Background: an optimization exercise with open tools, aiming at small area and a short achievable clock period. Do not read the settings as production practice. Only simulation tests tie the RTL to the original design; equivalence was not proved. Power figures rest on the tool's default switching activity, not on a simulated workload.

Setup of before:
==> flow/design.v <==
package stream_fifo_pkg;
	typedef logic [15:0] sample_t;
	typedef struct packed {
		sample_t hi;
		sample_t lo;
	} sample_pair_t;
	typedef logic [31:0] word_count_t;
endpackage
module stream_fifo_top (
	input  logic                          ti_clk,
	input  logic                          reset,
	input  logic                          sample_wr,
	input  stream_fifo_pkg::sample_t      sample_in,
	input  logic                          word_rd,
	output stream_fifo_pkg::sample_pair_t word_out,
	output logic                          block_rdy,
	output stream_fifo_pkg::word_count_t  fill_count
);
	localparam int NPAIR = 80;
	logic [15:0] mem_lo [NPAIR];
	logic [15:0] mem_hi [NPAIR];
	logic [6:0] wr_pair;     
	logic       wr_half;     
	logic [6:0] rd_pair;     
	logic [4:0] in_cnt;      
	logic [6:0] st_cnt;      
	logic [3:0] out_cnt;     
	logic       last_wr;     
	logic       last_rd;     
	logic [7:0] fill;
	logic do_write, do_read;
	logic write_ok, read_ok, mv_wr, mv_rd;
	assign do_write = sample_wr && (in_cnt != 5'd16);
	assign do_read  = word_rd && (out_cnt != 4'd0);
	assign write_ok = (in_cnt >= 5'd2) && (st_cnt != 7'd64);
	assign read_ok  = (st_cnt != 7'd0) && (out_cnt != 4'd8) && !last_rd;
	assign mv_rd    = read_ok && (!write_ok || last_wr);
	assign mv_wr    = write_ok && !mv_rd;
	always_ff @(posedge ti_clk) begin
		if (do_write) begin
			if (wr_half) mem_hi[wr_pair] <= sample_in;
			else         mem_lo[wr_pair] <= sample_in;
		end
	end
	always_ff @(posedge ti_clk) begin
		if (reset) begin
			wr_pair   <= '0;
			wr_half   <= 1'b0;
			rd_pair   <= '0;
			in_cnt    <= '0;
			st_cnt    <= '0;
			out_cnt   <= '0;
			last_wr   <= 1'b0;
			last_rd   <= 1'b0;
			fill      <= '0;
			word_out  <= '0;
			block_rdy <= 1'b0;
		end else begin
			if (do_write) begin
				wr_half <= !wr_half;
				if (wr_half) wr_pair <= (wr_pair == 7'(NPAIR - 1)) ? 7'd0 : wr_pair + 7'd1;
			end
			if (do_read) begin
				word_out <= {mem_hi[rd_pair], mem_lo[rd_pair]};
				rd_pair  <= (rd_pair == 7'(NPAIR - 1)) ? 7'd0 : rd_pair + 7'd1;
			end
			in_cnt  <= in_cnt + 5'(do_write) - (mv_wr ? 5'd2 : 5'd0);
			st_cnt  <= st_cnt + 7'(mv_wr) - 7'(mv_rd);
			out_cnt <= out_cnt + 4'(last_rd) - 4'(do_read);
			last_wr <= mv_wr;
			last_rd <= mv_rd;
			fill    <= fill + 8'(do_write) - (do_read ? 8'd2 : 8'd0);
			block_rdy <= (out_cnt >= 4'd4);
		end
	end
	assign fill_count = {24'd0, fill};
endmodule
clock: 8.0 ns
lec_check: 0
cap_margin: 20
core_margin: 2
core_utilization: 60
cts_cluster_diameter: 100
cts_cluster_size: 30
setup_slack_margin: 5
slew_margin: 20
tns_end_percent: 5
run.sh (not shown) runs the stock make flow with config.mk's settings and CLKGATE_MAP_FILE= SYNTH_SCRIPT=/design/flow/synth_recipe.tcl, a recipe that flattens the netlist after the stock synthesis.
Modified inputs, after compared to before
Settings: a deleted CTS_CLUSTER_SIZE that had been 30; a deleted SETUP_SLACK_MARGIN that had been 5; a deleted CTS_CLUSTER_DIAMETER that had been 100; a deleted TNS_END_PERCENT that had been 5; a change of CORE_UTILIZATION from 60 to 40.
Results
- before has lower count of clock-net buffers in the final layout than after.
- Compared with before, in after global-route met1 utilization saw a decrease, worst max-slew margin expressed relative to the limit now sits lower, final period utilization higher, number of search-and-repair iterations in the first detailed-routing pass saw a decrease.
- Count of standard-cell rows: higher on after
- Looking at clock network power share across before and after, the one that comes out higher is after.


raven:
// stream_fifo_top: RTL as listed in full above, without the edits since
export LEC_CHECK = 0
export CAP_MARGIN = 20
export CORE_MARGIN = 2
export CORE_UTILIZATION = 60
export SETUP_SLACK_MARGIN = 5
export SLEW_MARGIN = 20
export TNS_END_PERCENT = 5
create_clock -name core_clock -period 8.0 [get_ports {ti_clk}]
For ember, these inputs were changed with respect to raven:
# raven
export LEC_CHECK = 0
export CAP_MARGIN = 20
export CORE_MARGIN = 2
export CORE_UTILIZATION = 60
export SETUP_SLACK_MARGIN = 5
export SLEW_MARGIN = 20
export TNS_END_PERCENT = 5
create_clock -name core_clock -period 8.0 [get_ports {ti_clk}]
# ember
export LEC_CHECK = 0
export CAP_MARGIN = 20
export CORE_MARGIN = 2
export CORE_UTILIZATION = 60
export CTS_BUF_LIST = sky130_fd_sc_hd__clkbuf_8
export CTS_CLUSTER_SIZE = 30
export SETUP_SLACK_MARGIN = 5
export SLEW_MARGIN = 20
export TNS_END_PERCENT = 5
create_clock -name core_clock -period 8.0 [get_ports {ti_clk}]
### Flow results
Compared with raven, ember shows number of iterations in the first detailed-routing pass lower by 3. Taking raven as the reference point, the critical path depth of ember falls by 7. Detailed route, ember vs raven: via total higher for ember. Of raven and ember, the lower number of global-route vias before repair belongs to raven. Number of DRC markers in iteration 0 (ember vs. raven) increases by a few percent. From raven to ember, die area did not move at all. Global-route total usage across every layer: ember vs raven up 0.23 points. Register share of the cell area delta for ember relative to raven: 0.77 points higher. Data arrival time of the critical path was higher in raven than in ember. ember vs. raven: count of placed standard cells in the final layout, fillers left out went up by 2.6%. Count of clock-net buffers in the final layout, ember vs raven: up by more than 10%.

[separate check: timing with driven ports]
The results above use ideal ports. As a check the final layouts listed here were re-extracted and re-timed, cells and wires unchanged. Step 1: set_driving_cell puts a clkbuf_16 on ti_clk and a buf_2 on each other input, an assumption about the parent block. Step 2 moves the port delays by t, midway between the first and last clock arrival at a register: inputs arrive t later, outputs are due t later. That takes back most of the time a late clock gives input paths. Three values: ideal ports, drivers, drivers and shift; two values: the first two.
run	t (ns)	setup WS [ns]	worst setup path at the end	worst slew at a driven data input, ns	pins driven straight from the clock port
before	0.850	4.873 / 4.806 / 4.091	input to register	0.05	1
after	1.011	3.496 / 3.496 / 3.114	input to register	0.16	1
raven	0.998	4.825 / 4.760 / 3.948	input to register	0.04	1
ember	1.163	4.697 / 4.616 / 3.604	input to register	0.04	1
After both steps setup and hold are still met in every run listed. The setup slack of ember, which loses most, moves by -0.081 ns with the drivers and by -1.093 ns with both steps.
